This is an optimization exercise on Yosys and OpenROAD, whose aim is small area, a short achievable clock period and few clock cycles, not a production implementation.
Only simulation tests tie the RTL to the original design; equivalence was not proved.
Power is estimated from default activity; no workload was simulated.

==> flow/design.v, too long to show whole: its modules and the start of the top module <==
// module alu_arbiter: 1332 lines
module alu_arbiter #(
  parameter int MUL_LAT = 3
) (
  input  logic        clk,
  input  logic        reset,
  input  logic        i_reqA_valid,
  input  logic        i_reqB_valid,
  output logic        o_reqA_ready,
  output logic        o_reqB_ready,
  input  logic [31:0] i_reqA_op1,
  input  logic [31:0] i_reqA_op2,
  input  logic [31:0] i_reqB_op1,
  input  logic [31:0] i_reqB_op2,
  input  logic [3:0]  i_reqA_sel,
  input  logic [3:0]  i_reqB_sel,
  output logic        o_rsp_valid,
  input  logic        i_rsp_ready,
  output logic        o_rsp_id,
  output logic [31:0] o_rsp_data,
  output logic        o_rsp_zflag,
  output logic        o_busy
);
  // ...
==> flow/flow/run.sh <==
#!/bin/bash
# Standard ORFS layout with two changes:
#  - after the standard synthesis, polarity.py removes inverters (it picks the
#    polarity of each full adder and XOR gate, both of which can absorb an
#    inversion, and splits half adders whose inputs are both inverted);
#    registers, ports and all other cells are unchanged;
#  - the port buffers are buf_1 cells (the resizer may upsize them) instead
#    of the default delay-buffer cell.
set -euo pipefail
R=orfs/results/${FLOW_PLATFORM}/alu_arbiter/base
bash standard.sh synth > log_synth.txt 2>&1
python3 flow/polarity.py $R/1_2_yosys.v $R/1_2_yosys.pol.v > log_polarity.txt 2>&1
mv $R/1_2_yosys.pol.v $R/1_2_yosys.v
rm -f $R/1_synth.odb $R/1_synth.sdc
bash standard.sh BUFFER_PORTS_ARGS="-buffer_cell sky130_fd_sc_hd__buf_1" finish > log_layout.txt 2>&1
==> flow/flow/polarity.py <==
#!/usr/bin/env python3
"""Remove inverters from a Yosys/ABC gate netlist of sky130hd cells without
touching its registers or ports.

  * A full adder is self-dual: FA(~a, ~b, ~c) = (~sum, ~carry), so each
    full-adder cell may be used in inverted form.
  * An XOR/XNOR gate absorbs an inversion of any input or of its output by
    swapping xor2 <-> xnor2 (same size).
  * A half adder whose two inputs both come through inverters computes
    (x ^ y, ~(x | y)): it becomes an xor2 and a nor2 of x and y.

The script picks the polarity of every full adder and XOR gate so that as few
signals as possible need an inverter, then rebuilds the inverters (one per
signal that needs its complement).  Registers, ports and all other cells stay
as they are.

usage: polarity.py IN.v OUT.v
"""
import random
import re
import sys
from collections import defaultdict

P = "sky130_fd_sc_hd__"
FA_RE = re.compile(P + r"fa_\d+$")
HA_RE = re.compile(P + r"ha_\d+$")
XOR_RE = re.compile(P + r"x(n?)or2_(\d+)$")
INV_RE = re.compile(P + r"(inv|clkinv)_\d+$")
OUT_PINS = {"X", "Y", "Q", "Q_N", "SUM", "COUT", "HI", "LO"}

src = open(sys.argv[1]).read()
inst_re = re.compile(r"^  (" + P + r"\w+) (\S+)\s+\((.*?)\n  \);\n", re.S | re.M)

cells = {}
order = []
spans = {}
for m in inst_re.finditer(src):
    typ, name, body = m.group(1), m.group(2), m.group(3)
    pins = {}
    for pm in re.finditer(r"\.(\w+)\(([^()]*)\)", body):
        pins[pm.group(1)] = pm.group(2).strip()
    cells[name] = [typ, pins]
    order.append(name)
    spans[name] = (m.start(), m.end())

ports = set()
for m in re.finditer(r"^\s*(input|output)\s+(\[[^\]]*\]\s*)?(\S+);", src, re.M):
    ports.add(m.group(3))


def is_port_net(n):
    return n.split("[")[0].strip() in ports or n in ports


k = [0]


def fresh(prefix):
    k[0] += 1
    return f"_pol_{prefix}{k[0]}_"


new_wires = []
added = {}          # new cells: name -> [type, pins]


def maps():
    driver, loads = {}, defaultdict(list)
    for name, (typ, pins) in list(cells.items()) + list(added.items()):
        for p, n in pins.items():
            if p in OUT_PINS:
                driver[n] = name
            else:
                loads[n].append((name, p))
    return driver, loads


def allcells():
    return {**cells, **added}


# ---- half adders with both inputs inverted -> xor2 + nor2
driver, loads = maps()
n_ha = 0
for name in list(cells):
    typ, pins = cells[name]
    if not HA_RE.match(typ):
        continue
    da, db = driver.get(pins["A"]), driver.get(pins["B"])
    if not (da and db and INV_RE.match(allcells()[da][0]) and INV_RE.match(allcells()[db][0])):
        continue
    x = allcells()[da][1]["A"]
    y = allcells()[db][1]["A"]
    cells[name] = [P + "xor2_1", {"A": x, "B": y, "X": pins["SUM"]}]
    added[fresh("nor")] = [P + "nor2_1", {"A": x, "B": y, "Y": pins["COUT"]}]
    n_ha += 1

# ---- signal model
cellsall = allcells()
driver, loads = maps()
inv_cells = {n for n, (t, _) in cellsall.items() if INV_RE.match(t)}


def root_of(net):
    par = 0
    for _ in range(16):
        d = driver.get(net)
        if d is None or d not in inv_cells:
            break
        net = cellsall[d][1]["A"]
        par ^= 1
    return net, par


req = defaultdict(list)       # root -> [cell, pin, parity]
for name, (typ, pins) in cellsall.items():
    if name in inv_cells:
        continue
    for p, n in pins.items():
        if p in OUT_PINS:
            continue
        r, par = root_of(n)
        req[r].append([name, p, par])

# roots whose inverter tree drives a port (or that are ports) stay as they are
fixed = set()
for n in list(driver):
    if is_port_net(n):
        fixed.add(root_of(n)[0])
for r in req:
    if is_port_net(r):
        fixed.add(r)

kind = {}
for name, (typ, _) in cellsall.items():
    if FA_RE.match(typ):
        kind[name] = "fa"
    elif XOR_RE.match(typ):
        kind[name] = "x"
flip = {n: 0 for n in kind}

drv_var = {}                  # root -> cell whose flip inverts it
for n, kd in kind.items():
    pins = cellsall[n][1]
    for p in (("SUM", "COUT") if kd == "fa" else ("X", "Y")):
        if p in pins:
            drv_var[pins[p]] = n
in_roots = defaultdict(set)   # cell -> roots feeding it
for r, L in req.items():
    for c, p, par in L:
        if c in kind:
            in_roots[c].add(r)

blocked = set()
for n, kd in kind.items():
    outs = [r for r, c in drv_var.items() if c == n]
    if any(r in fixed or r not in req for r in outs):
        blocked.add(n)
    if kd == "fa" and any(r in fixed for r in in_roots[n]):
        blocked.add(n)


def need(r, c, par):
    """does this load want the complement of root r's current value?"""
    if kind.get(c) == "x":
        return 0
    e = par
    if kind.get(c) == "fa" and flip[c]:
        e ^= 1
    d = drv_var.get(r)
    if d is not None and flip[d]:
        e ^= 1
    return e


def cost(r):
    for c, p, par in req[r]:
        if need(r, c, par):
            return 1
    return 0


def affected(n):
    rs = {r for r, c in drv_var.items() if c == n and r in req}
    if kind[n] == "fa":
        rs |= in_roots[n]
    return rs


# out-roots per variable (for speed)
outs_of = defaultdict(list)
for r, c in drv_var.items():
    if r in req:
        outs_of[c].append(r)


def affected_fast(n):
    rs = set(outs_of[n])
    if kind[n] == "fa":
        rs |= in_roots[n]
    return rs


free = [n for n in kind if n not in blocked]
before = sum(cost(r) for r in req)


def try_flip(n):
    rs = affected_fast(n)
    c0 = sum(cost(r) for r in rs)
    flip[n] ^= 1
    c1 = sum(cost(r) for r in rs)
    return c1 - c0


for _ in range(30):
    ch = 0
    for n in free:
        d = try_flip(n)
        if d < 0:
            ch += 1
        else:
            flip[n] ^= 1
    if not ch:
        break

# simulated annealing from the greedy result
rng = random.Random(1)
cur = sum(cost(r) for r in req)
best, best_flip = cur, dict(flip)
T = 1.0
steps = 40000
for s in range(steps):
    T = 1.0 * (1 - s / steps) + 0.02
    n = rng.choice(free)
    d = try_flip(n)
    if d <= 0 or rng.random() < pow(2.718, -d / T):
        cur += d
        if cur < best:
            best, best_flip = cur, dict(flip)
    else:
        flip[n] ^= 1
flip.update(best_flip)
after = sum(cost(r) for r in req)
print(f"polarity: {n_ha} half adders split; {sum(flip[n] for n in kind if kind[n]=='fa')} "
      f"full adders and {sum(flip[n] for n in kind if kind[n]=='x')} xor gates inverted; "
      f"signals needing a complement {before} -> {after}", file=sys.stderr)

# ---- rebuild the inverters of every root with a changed or inverted load
del_cells = set()
xor_par = defaultdict(int)    # xor cell -> polarity change
for n in kind:
    if kind[n] == "x" and flip[n]:
        xor_par[n] ^= 1

rebuild = set()
for r, L in req.items():
    if r in fixed:
        continue
    d = drv_var.get(r)
    if (d is not None and flip[d]) or any(par or (c in kind and flip[c]) for c, p, par in L):
        rebuild.add(r)

for r in sorted(rebuild):
    invs = [c for (c, p) in loads.get(r, []) if c in inv_cells]
    stack = list(invs)
    while stack:
        c = stack.pop()
        if c in del_cells:
            continue
        del_cells.add(c)
        on = cellsall[c][1]["Y"]
        assert not is_port_net(on), on
        stack.extend(x for (x, p) in loads.get(on, []) if x in inv_cells)
    d = drv_var.get(r)
    rflip = 1 if (d is not None and flip[d]) else 0
    inv_loads = []
    for ent in req[r]:
        c, p, par = ent
        if kind.get(c) == "x":
            # connect straight to the root; the gate absorbs the difference
            xor_par[c] ^= par ^ rflip
            cellsall[c][1][p] = r
            continue
        if need(r, c, par):
            inv_loads.append((c, p))
        else:
            cellsall[c][1][p] = r
    # one inverter per group of at most 8 loads, sized by its load count
    for g in range(0, len(inv_loads), 8):
        grp = inv_loads[g:g + 8]
        inv_net = fresh("n")
        new_wires.append(inv_net)
        size = 1 if len(grp) <= 2 else (2 if len(grp) <= 5 else 4)
        added[fresh("inv")] = [P + f"inv_{size}", {"A": r, "Y": inv_net}]
        for c, p in grp:
            cellsall[c][1][p] = inv_net
    cellsall = allcells()

for c, v in xor_par.items():
    if v:
        typ = cellsall[c][0]
        m = XOR_RE.match(typ)
        newt = P + ("xor2_" if m.group(1) else "xnor2_") + m.group(2)
        pins = cellsall[c][1]
        if m.group(1):          # xnor2 (output Y) -> xor2 (output X)
            pins["X"] = pins.pop("Y")
        else:
            pins["Y"] = pins.pop("X")
        cellsall[c][0] = newt
        if c in cells:
            cells[c][0] = newt
        else:
            added[c][0] = newt


def esc(n):
    return n + " " if n.startswith("\\") else n


def emit(typ, name, pins):
    body = ",\n".join(f"    .{p}({esc(n)})" for p, n in pins.items())
    return f"  {typ} {name} (\n{body}\n  );\n"


out = []
pos = 0
for name in order:
    s, e = spans[name]
    out.append(src[pos:s])
    pos = e
    if name in del_cells:
        continue
    out.append(emit(cells[name][0], name, cells[name][1]))
    if name == order[-1]:
        for nn, (t, pins2) in added.items():
            if nn not in del_cells:
                out.append(emit(t, nn, pins2))
out.append(src[pos:])
text = "".join(out)
idx = text.index("  wire ")
text = text[:idx] + "".join(f"  wire {w};\n" for w in new_wires) + text[idx:]
# safety: every loaded net must have exactly one driver, else keep the input
drv_cnt = defaultdict(int)
loaded = set()
for t, nm, b in re.findall(r"(" + P + r"\w+)\s+(\S+)\s*\((.*?)\);", text, re.S):
    for p, net in re.findall(r"\.(\w+)\(([^)]*)\)", b):
        net = net.strip()
        if p in OUT_PINS:
            drv_cnt[net] += 1
        else:
            loaded.add(net)
bad = [n for n in loaded if drv_cnt[n] != 1 and not is_port_net(n) and not n.startswith("1'b")]
bad += [n for n, v in drv_cnt.items() if v > 1]
if bad:
    print(f"polarity: netlist check failed ({bad[:5]}); keeping the input netlist", file=sys.stderr)
    text = src
open(sys.argv[2], "w").write(text)
n_inv_before = len(inv_cells)
n_inv_after = n_inv_before - len(del_cells & inv_cells) + sum(1 for nn in added if INV_RE.match(added[nn][0]) and nn not in del_cells)
print(f"polarity: inverters {n_inv_before} -> {n_inv_after}", file=sys.stderr)
==> flow/standard.sh <==
#!/bin/bash
# synth_recipe.tcl (not shown) runs the flow's synth.tcl, then flattens the netlist and writes it again
# the make line also repeats each setting of config.mk as NAME=value (left out here)
make -C /OpenROAD-flow-scripts/flow DESIGN_CONFIG=/design/flow/config.mk WORK_HOME=/design/flow/orfs CLKGATE_MAP_FILE= SYNTH_SCRIPT=/design/flow/synth_recipe.tcl "${@:-finish}"
==> flow/config.mk <==
export PLATFORM = sky130hd
export DESIGN_NAME = alu_arbiter
export DESIGN_NICKNAME = alu_arbiter
export VERILOG_FILES = /design/flow/design.v
export SDC_FILE = /design/flow/constraint.sdc
export NUM_CORES = 4
export LEC_CHECK = 0
export ABC_AREA = 1
export ABC_CLOCK_PERIOD_IN_PS = 4700
export CAP_MARGIN = 20
export CORE_MARGIN = 2
export CORE_UTILIZATION = 40
export SETUP_SLACK_MARGIN = 4.8
export SLEW_MARGIN = 20
==> flow/constraint.sdc <==
create_clock -name core_clock -period 9.5 [get_ports {clk}]
set_input_delay 1.9000 -clock core_clock [delete_from_list [all_inputs] [get_ports {clk}]]
set_output_delay 1.9000 -clock core_clock [all_outputs]
set_load 0.01 [all_outputs]
==> flow_results.org, run 1 <==
** Critical path
- At the worst endpoint, the required time is 7600 ps.
- In this run the worst setup path begins at i_rsp_ready.
- By startpoint and endpoint, the worst setup path is classified as input pin to output pin.
- The worst setup path is captured at an output pin.

** Placement
- Once detailed placement completed, the half-perimeter wirelength came to 50,700 um.
- Once placement finished, the instance area stood at 22,000 um^2.

** Power
- In this run, power in flip-flops and latches comes to 1.73 mW.
- Clock Power :: 0.776 mW
- Relative contribution of combinational cells to total power :: 0.726
- Of the total power, the clock network draws 0.085.

** Min path
- Min-delay worst type :: flop to flop

** GRT
- The first global-routing pass estimated 105,000 um of wire.
- Pin count of the biggest net entering global routing :: 80

** Clocking
- CTS built an H-tree with a depth of 4.
- Library cell used as clock root buffer :: clkbuf_16
- Count of cells resized by post-cts repair :: 22
- After clock tree synthesis, the setup repair step added 6 buffers.
- TritonCTS built the clock tree.

** Floorplanning
- Tap cell count :: 680
- Die span in x :: 233 um
- Initial cell density of the core :: 0.407
- The total area inside the core boundary comes to 51,600 um^2.
- FP Rows :: 83

** Final layout
- Of all the cell area in the finished design, non-clock buffers hold 0.0371.
- After the last flow step, the layout net total stands at 3,068.
- Across the whole layout, storage elements account for 4450 um^2.
- Final cell count without fillers :: 3,297
- After routing the design area is 22,900 um^2.
- Most common library cell in the layout ignoring fill and taps :: nand2_1
- Fillcell total :: 5,057

** STA
- Worst hold slack after final layout :: 439 ps
- Measured against its own limit, the worst slew margin works out to 0.293.
- Setup WS post-layout :: 4920 ps

** Status
- Run status :: finished clean

** Routing
- Total wire length :: 68,300 um
- Met3 Wirelength :: 5250 um
- Once detail routing completed, the nets flagged for antenna violations numbered 0.
Testbench counts, summed over its fixed seeds: cycles 2,416.
==> inputs of run 2 (changes only) <==
--- a/flow/design.v
+++ b/flow/design.v
@@ -26,16 +26,21 @@
   logic [3:0]  sel;
   logic        is_mul, is_add, is_sub, is_and, is_or, is_slt;
   logic [31:0] ax, ay;
   logic [15:0] d_one, d_two, d_neg;
   logic        v1, id1;      
   logic        pick;         
   logic        qa, qb;       
   logic [31:0] ma;           
+  logic [31:0] ma_n;         
+  logic [15:0] bo_n, bt_n;   
+  assign ma = ~ma_n;
+  assign bo = ~bo_n;
+  assign bt = ~bt_n;
   logic [31:0] ay1;          
   logic        cin1;         
   logic [15:0] bo, bt, bn;   
   logic        v2, id2;      
   logic        cin2;
   assign cap_b   = v1 ? ~id1 : pick;
   assign cap_v   = cap_b ? i_reqB_valid : i_reqA_valid;
   assign stall        = v2 & ~i_rsp_ready;
@@ -83,21 +88,21 @@
       qb <= cap_v & cap_b;
       pick <= v1 ? id1 : ~pick;
       if (accept) last_b <= id1;
       if (!stall) v2 <= accept;
     end
   end
   always_ff @(posedge clk) begin
     id1  <= cap_b;
-    ma   <= ax;
+    ma_n <= ~ax;
     ay1  <= ay;
     cin1 <= is_sub;
-    bo   <= d_one;
-    bt   <= d_two;
+    bo_n <= ~d_one;
+    bt_n <= ~d_two;
     bn   <= d_neg;
   end
   wire pp0_0 = (bo[0] & ma[0]) ^ bn[0];
   wire pp0_1 = ((bo[0] & ma[1]) | (bt[0] & ma[0])) ^ bn[0];
   wire pp0_2 = ((bo[0] & ma[2]) | (bt[0] & ma[1])) ^ bn[0];
   wire pp0_3 = ((bo[0] & ma[3]) | (bt[0] & ma[2])) ^ bn[0];
   wire pp0_4 = ((bo[0] & ma[4]) | (bt[0] & ma[3])) ^ bn[0];
   wire pp0_5 = ((bo[0] & ma[5]) | (bt[0] & ma[4])) ^ bn[0];
==> flow_results.org, run 2 <==
** Final layout
- Number of antenna cells inserted :: 0 (unchanged)
- The most common cell after layout, fill and taps aside is nand2_1 (unchanged).
- The post-route cell area came to 22,700 um^2 (was 22,900 um^2).
- The post-layout net count was 3,018 (was 3,068).
- Top flop regs :: ay1 (32), ma_n (32) (was ay1 (32), ma (32))
- Area delta synth->final :: 8.44% (was 8.95%)
- The share of final-layout standard cells stronger than drive strength 1 was 0.0885 (was 0.104).
- Most frequent cells in the layout :: 329 x nand2_1, 252 x o22ai_1, 246 x xor2_1 (was 340 x nand2_1, 241 x o22ai_1, 241 x xor2_1)
- Fillcell total :: 5,146 (was 5,057)

** Floorplanning
- The vertical die dimension was 233 um (about the same).
- Die span in x :: 233 um (about the same)
- FP Rows :: 83 (unchanged)
- Initial cell density of the core :: 0.407 (about the same)
- The area of the die is 54,200 um^2 (was 54,400 um^2).
- The placeable core region was 51,500 um^2 (was 51,600 um^2).
- The top-level I/O count was 179 (unchanged).

** Power
- The static power due to leakage was 11.1 nW (was 11.3 nW).
- Pwr/cell area :: 371 nW/um^2 (was 401 nW/um^2)
- The total power of the final layout came to 8.42 mW (was 9.17 mW).
- Worst supply voltage drop on vdd :: 0.000211 V (was 0.000168 V)

** STA
- The portion of the clock cycle consumed by the worst path in the final layout came to 0.485 (was 0.482).
- Pins over their slew limit :: 0 (unchanged)
- Worst slew margin relative to its limit :: 0.319 (was 0.293)
- Top achievable clock speed :: 217 MHz (was 218 MHz)
- Finish-stage setup viols :: 0 (unchanged)
- The sum of negative setup slack came to 0 ps (unchanged).
- The count of final hold-check violations is 0 (unchanged).
- Setup repair after global routing missed its margin :: true (unchanged)
- Worst hold slack after final layout :: 469 ps (was 439 ps)
- The worst-case clock skew was 12.2 ps (was 15.8 ps).
- The actual transition at the worst max-transition pin is 1020 ps (was 1060 ps).
- The post-route minimum period was 4610 ps (was 4580 ps).

** Routing
- The total length of routed wires is 64,800 um (was 68,300 um).
- Starting DRC count in detailed routing :: 1,501 (was 1,435)
- Via count :: 17.9k (was 18.1k)
- First-pass iteration count of the detailed router :: 5 (unchanged)
- Mean number of vias per cell :: 5.50 (was 5.49)
- The number of design rule violations left after detail routing was 0 (unchanged).
- The routed length per placed instance is 20.0 um (was 20.7 um).
- Detail Route Antenna Nets :: 0 (unchanged)

** Clocking
- The cell chosen for the clock root is clkbuf_16 (unchanged).
- Number of levels in the clock H-tree :: 4 (unchanged)
- Clock buffer depth :: 2 (unchanged)
- The total clock buffers created by CTS was 17 (unchanged).
- CTS clock-pin slew for the worst setup and hold paths :: 70 ps (about the same)
- Clock sink total :: 187 (unchanged)
- TritonCTS clock tree :: done (unchanged)
- The worst-skew pair later-pin latency was 460 ps (about the same).

** Yosys
- Total number of yosys warnings :: 1 (unchanged)
- Netlist Area Pre-Place :: 20,900 um^2 (was 21,000 um^2)
- The cell count after synthesis is 2,499 (was 2,526).
- The number of nets produced by synthesis is 2,964 (was 2,990).
- Mean instance size in the synthesized netlist :: 8.38 um^2 (was 8.32 um^2)

** Critical path
- Capturing element type of the critical path :: output pin (unchanged)
- Arrival @ worst endpoint :: 2710 ps (was 2680 ps)
- Endpoint required time on the critical path :: 7600 ps (about the same)
- Setup crit start kind :: input pin (unchanged)
- Worst reg-to-reg path cell count :: 8 (was 9)
- Maximum fanout encountered on the critical timing path :: 3 (unchanged)
- The path type of the worst setup path was input pin to output pin (unchanged).

** Min path
- Cell count of the worst hold path :: 0 (unchanged)
- The class of the tightest hold or removal check is flop to flop (unchanged).

** Placement
- The area of placed instances came to 21,900 um^2 (was 22,000 um^2).
- Last weighted congestion value of the routability-driven placer :: 0.908 (was 0.944)
- Number of buffers added on ports :: 178 (unchanged)
- HPWL reported at the end of detailed placement :: 47,300 um (was 50,700 um)

** GRT
- The global-route wire length before repair came to 101,000 um (was 105,000 um).
- The maximum number of pins on one net before global-route repair was 81 (was 80).
- The total overflow reported by the global router was 0 (unchanged).
- Vias in the first global route :: 17.6k (was 18.2k)
- Gr usage total :: 0.242 (was 0.254)
- Antenna violations before repair :: 0 (unchanged)

** Job
- Max capacitance violation total :: 0 (unchanged)

** Status
- Run status :: finished clean (unchanged)
## run 2: repair_timing
action / CTS / global route
resized for setup: 9 / 18
buffers inserted: 2 / 2
hold buffers: 0 / 0
cloned: 2 / 0
pin swaps: 1 / 2
endpoints found under the setup margin: 7 / 13
## run 2: where the power goes
group / total (mW) / switching (mW) / internal, mW
clock: 0.717 / 0.352 / 0.365
combinational: 5.98 / 3.71 / 2.27
sequential: 1.73 / 0.417 / 1.31
## run 2: cell type report
cell class	count	area, um^2	area share
clock inverter	12	98.8	0.00435
tap	680	851	0.0375
sequential	187	4450	0.196
inverter	237	901	0.0397
multi-input combinational	1894	15000	0.660
timing repair buffer	216	955	0.0420
clock buffer	20	468	0.0206
## run 2: critical path, cell delays in order
cell and delay, ps:
buf_1 130, clkinvlp_4 160, nand2_8 100, nand4_1 80, a21oi_1 170, buf_1 170
## run 2: path summary, 6_finish.rpt
path | end | start | slack, ps
max | o_reqB_ready | i_rsp_ready | 4890
min | id2$_DFFE_PN_ | id1$_DFF_P_ | 470
max reg2reg | r30_1$_DFFE_PN_ | ma_n[12]$_DFF_P_ | 5040
min reg2reg | id2$_DFFE_PN_ | id1$_DFF_P_ | 470
max in group asynchronous | last_b$_DFFE_PP1P_ | reset | 7890
min in group asynchronous | pick$_DFF_PP0_ | reset | 1330
## run 2: routing by layer
layer / track usage / vias to the layer above / wire (um) / part of all wire
li1: - / 8366 / - / -
met1: 0.323 / 8580 / 28300 / 0.44
met2: 0.396 / 802 / 29900 / 0.46
met3: 0.0402 / 121 / 4740 / 0.073
met4: 0.0838 / 0 / 1910 / 0.029
met5: 0 / - / 0 / 0
## run 2: stage by stage
| step | setup WS [ps] | utilization | instances |
|---|---|---|---|
| global placement | 4590 | 0.426 | 3208 |
| detailed placement | 4630 | 0.426 | 3208 |
| finish | 4890 | 0.441 | 3246 |
| global route | 4770 | 0.441 | 3246 |
| floorplan | 4920 | - | 2499 |
| CTS | 4820 | 0.438 | 3244 |
Testbench counts of run 2, summed over its fixed seeds: cycles 2,416.
==> inputs of run 3 (changes only) <==
--- a/flow/flow/polarity.py
+++ b/flow/flow/polarity.py
@@ -297,6 +297,22 @@
             cellsall[c][1][p] = inv_net
     cellsall = allcells()
 
+# inverters left without loads (e.g. after half-adder splits) are removed
+while True:
+    used = set()
+    for nm, (t, pins) in allcells().items():
+        if nm in del_cells:
+            continue
+        for p, n in pins.items():
+            if p not in OUT_PINS:
+                used.add(n)
+    dead = [nm for nm, (t, pins) in allcells().items()
+            if nm not in del_cells and INV_RE.match(t)
+            and pins["Y"] not in used and not is_port_net(pins["Y"])]
+    if not dead:
+        break
+    del_cells.update(dead)
+
 for c, v in xor_par.items():
     if v:
         typ = cellsall[c][0]
==> flow_results.org, run 3 <==
** Min path
- Worst hold start :: id1$_DFF_P_ (unchanged)
- The number of cells traversed by the worst hold path came to 0 (unchanged).
- The class of the tightest hold or removal check was flop to flop (unchanged).
- The end of the worst hold path is id2$_DFFE_PN_ (unchanged).

** Yosys
- Post-synthesis instance total :: 2,499 (unchanged)
- The average footprint of a synthesized cell was 8.38 um^2 (unchanged).
- Total number of yosys warnings :: 1 (unchanged)
- The post-synth design cell area is 20,900 um^2 (unchanged).
- Syn nets :: 2,964 (unchanged)

** Routing
- Total wire length :: 64,800 um (about the same)
- Detail Route Antenna Nets :: 0 (unchanged)
- Mean number of vias per cell :: 5.50 (about the same)
- The number of optimization iterations in the first detailed-route pass was 5 (unchanged).
- Post-detailed-route DRC marker count :: 0 (unchanged)
- Via count :: 17.8k (was 17.9k)
- Wire per inst :: 20.0 um (about the same)
- The number of DRC markers in iteration 0 was 1,625 (was 1,501).

** STA
- Finish-stage setup viols :: 0 (unchanged)
- The worst-case clock skew is 12.7 ps (was 12.2 ps).
- Top achievable clock speed :: 217 MHz (about the same)
- Actual transition at the worst max-transition pin :: 1020 ps (about the same)
- Portion of the clock cycle consumed by the worst path in the final layout :: 0.486 (was 0.485)
- The remaining max-slew budget at the tightest pin is 0.322 (was 0.319).
- The sum of negative setup slack is 0 ps (unchanged).
- Final period demand of the worst path :: 4610 ps (about the same)
- The count of final hold-check violations came to 0 (unchanged).
- The number of pins with negative max-slew slack in the final report is 0 (unchanged).
- Setup repair after global routing missed its margin: true (unchanged).

** Power
- The static power due to leakage came to 11.1 nW (unchanged).
- Proportion of power drawn by flip-flops and latches :: 0.205 (about the same)
- The logic gate share of total power was 0.710 (about the same).
- The internal portion of total power was 3.94 mW (about the same).
- The clock network power share was 0.085 (about the same).
- The power density normalized to cell area came to 371 nW/um^2 (about the same).
- Worst supply voltage drop on vdd :: 0.000211 V (about the same)
- The power dissipated by switching net loads came to 4.48 mW (about the same).
- The switching share of total power came to 0.532 (about the same).

** Clocking
- The cell chosen for the clock root is clkbuf_16 (unchanged).
- The total clock buffers created by CTS was 17 (unchanged).
- The H-tree depth was 4 (unchanged).
- Quantity of hold-fixing buffers added after cts :: 0 (unchanged)
- The worst-skew pair later-pin latency is 460 ps (about the same).
- The clock input transition at the sequential cells of the worst setup and hold paths came to 70 ps (about the same).
- Clock sink total :: 187 (unchanged)
- The deepest clock path buffer count was 2 (unchanged).
- The CTS tree was done (unchanged).

** GRT
- The global routing usage on met2 is 0.396 (unchanged).
- The maximum number of pins on one net before global-route repair was 81 (unchanged).
- The met3 track demand over resource in global routing came to 0.0402 (unchanged).
- Gr usage total :: 0.242 (unchanged)
- The global-route wire length before repair was 101,000 um (unchanged).
- The initial antenna violation count is 0 (unchanged).
- The busiest layer in global routing is met2 (unchanged).
- Vias in the first global route :: 17.6k (unchanged)
- Total global routing overflow :: 0 (unchanged)
- The met1 capacity usage during global routing is 0.323 (unchanged).

** Floorplanning
- The vertical die dimension is 233 um (unchanged).
- Number of I/O pins :: 179 (unchanged)
- The number of standard-cell rows in the floorplan was 83 (unchanged).
- The initial core utilization came to 0.407 (unchanged).
- The area of the die is 54,200 um^2 (unchanged).
- The horizontal extent of the die came to 233 um (unchanged).
- Core Area :: 51,500 um^2 (unchanged)

** Critical path
- The launch point of the worst reg-to-reg path was ma_n[12]$_DFF_P_ (unchanged).
- Worst path most repeated cell :: buf_1 (unchanged)
- Maximum fanout encountered on the critical timing path :: 3 (unchanged)
- The type of origin of the critical path was an input pin (unchanged).
- The cell type of the slowest stage on the worst timing path is a21oi_1 (unchanged).
- The type of destination of the critical path is an output pin (unchanged).
- Endpoint required time on the critical path :: 7600 ps (about the same)
- Crit-path leading delay family :: buffers and inverters (unchanged)
- Sequence of cells on the critical path: buf_1 -> clkinvlp_4 -> nand2_8 -> nand4_1 -> a21oi_1 -> buf_1 (unchanged).
- The arrival time of data at the critical path endpoint was 2710 ps (about the same).
- The delay contributed by the slowest stage of the critical path is 180 ps (was 170 ps).
- Worst reg-to-reg path cell count :: 8 (unchanged)
- The buffering stage count on the worst path with inverters included came to 3 (unchanged).
- Worst reg2reg path endpoint :: r30_1$_DFFE_PN_ (unchanged)
- Setup Crit Path Kind :: input pin to output pin (unchanged)
- The reg-to-reg setup timing slack came to 5050 ps (was 5040 ps).

** Final layout
- The register area is 4450 um^2 (unchanged).
- The final-layout fill cell count is 5,146 (unchanged).
- Most common library cell in the layout ignoring fill and taps :: nand2_1 (unchanged)
- The core utilization of the finished layout is 0.441 (unchanged).
- Share of cells above drive strength 1 :: 0.0885 (unchanged)
- The post-layout net count is 3,018 (unchanged).
- The area of the multi-input gates was 15,000 um^2 (unchanged).
- Area delta synth->final :: 8.44% (unchanged)
- Top flop regs: ay1 (32), ma_n (32) (unchanged).
- The count of antenna diodes in the layout is 0 (unchanged).
- Most frequent cells in the layout :: 329 x nand2_1, 252 x o22ai_1, 246 x xor2_1 (unchanged)

** Placement
- HPWL reported at the end of detailed placement :: 47,300 um (unchanged)
- The routability-driven placement congestion ratio was 0.908 (unchanged).
- Number of buffers added on ports :: 178 (unchanged)

** Status
- Run status :: finished clean (unchanged)

** Job
- Max capacitance violation total :: 0 (unchanged)
[run 3: power groups by stage]
stage	Clock (mW)	Combinational (mW)	Sequential [mW]
2_1_floorplan	0	4.47	1.44
3_3_place_gp	0	5.75	1.69
3_5_place_dp	0	5.90	1.70
4_1_cts	0.725	5.94	1.70
5_1_grt	0.758	6.69	1.76
6_report	0.717	5.98	1.73
[run 3: repair_timing]
| item | 4_1_cts | 5_1_grt |
|---|---|---|
| setup endpoints to repair | 7 | 13 |
| endpoints found under the hold margin | 0 | 0 |
| gates cloned | 2 | 0 |
| setup buffers | 2 | 2 |
| pin swaps | 1 | 2 |
| gates resized for setup | 9 | 18 |
[run 3: routing by layer]
metal | share of wire | routed length [um]
met4 | 0.029 | 1880
met3 | 0.074 | 4820
met5 | 0 | 0
met1 | 0.44 | 28200
met2 | 0.46 | 29900
[run 3: layout make-up]
cell class | count | share of cell area
clock inverter | 12 | 0.00435
timing repair buffer | 216 | 0.0420
tap | 680 | 0.0375
inverter | 237 | 0.0397
multi-input combinational | 1894 | 0.660
clock buffer | 20 | 0.0206
sequential | 187 | 0.196
[run 3: worst max-delay path by stage]
stage                         start             end  slack, ps  cells past startpoint
global placement        i_rsp_ready    o_reqB_ready       4590                      6
floorplan               i_rsp_ready    o_reqB_ready       4920                      4
detailed placement      i_rsp_ready    o_reqB_ready       4630                      6
CTS                 r22_0$_DFFE_PN_  o_rsp_data[30]       4820                      9
global route        r23_0$_DFFE_PN_  o_rsp_data[25]       4770                      9
finish                  i_rsp_ready    o_reqB_ready       4890                      6
[run 3: metrics by stage]
step           power (mW)  std cells  worst slack [ps]  hold slack (ps)  area (um^2)
3_3_place_gp         7.44       3208              4590              453        21900
4_1_cts              8.36       3244              4820              475        22600
2_1_floorplan        5.91       2499              4920              386        21000
5_1_grt              9.20       3246              4770              499        22700
3_5_place_dp         7.60       3208              4630              461        21900
6_report             8.42       3246              4890              470        22700

static timing again, ports no longer ideal:
The flow's constraints put no driver on any port. The routed layouts listed below were extracted and timed again, unchanged, in two steps. Step 1 sets driving cells, clkbuf_16 on the clock port and buf_2 on the other inputs (assumed; they add their load-dependent delay and slew). Step 2 moves the port delays by t, midway between the first and last clock arrival at a register: inputs arrive t later, outputs are due t later. That takes back most of the time a late clock gives input paths. Slacks: ideal / step 1 / step 2; pairs: ideal / step 1.
run | t (ns) | setup WS [ns] | worst setup path after step 2 | worst register clock-pin slew, ns
run 1 | 0.508 | 4.918 / 4.878 / 4.892 | input to output | 0.08 / 0.08
run 2 | 0.514 | 4.889 / 4.866 / 4.866 | input to output | 0.08 / 0.08
run 3 | 0.516 | 4.886 / 4.862 / 4.862 | input to output | 0.08 / 0.08
After both steps every run listed still meets setup and hold. For run 1, which loses most, drivers alone change the setup slack by -0.040 ns; drivers and shift together by -0.026 ns.
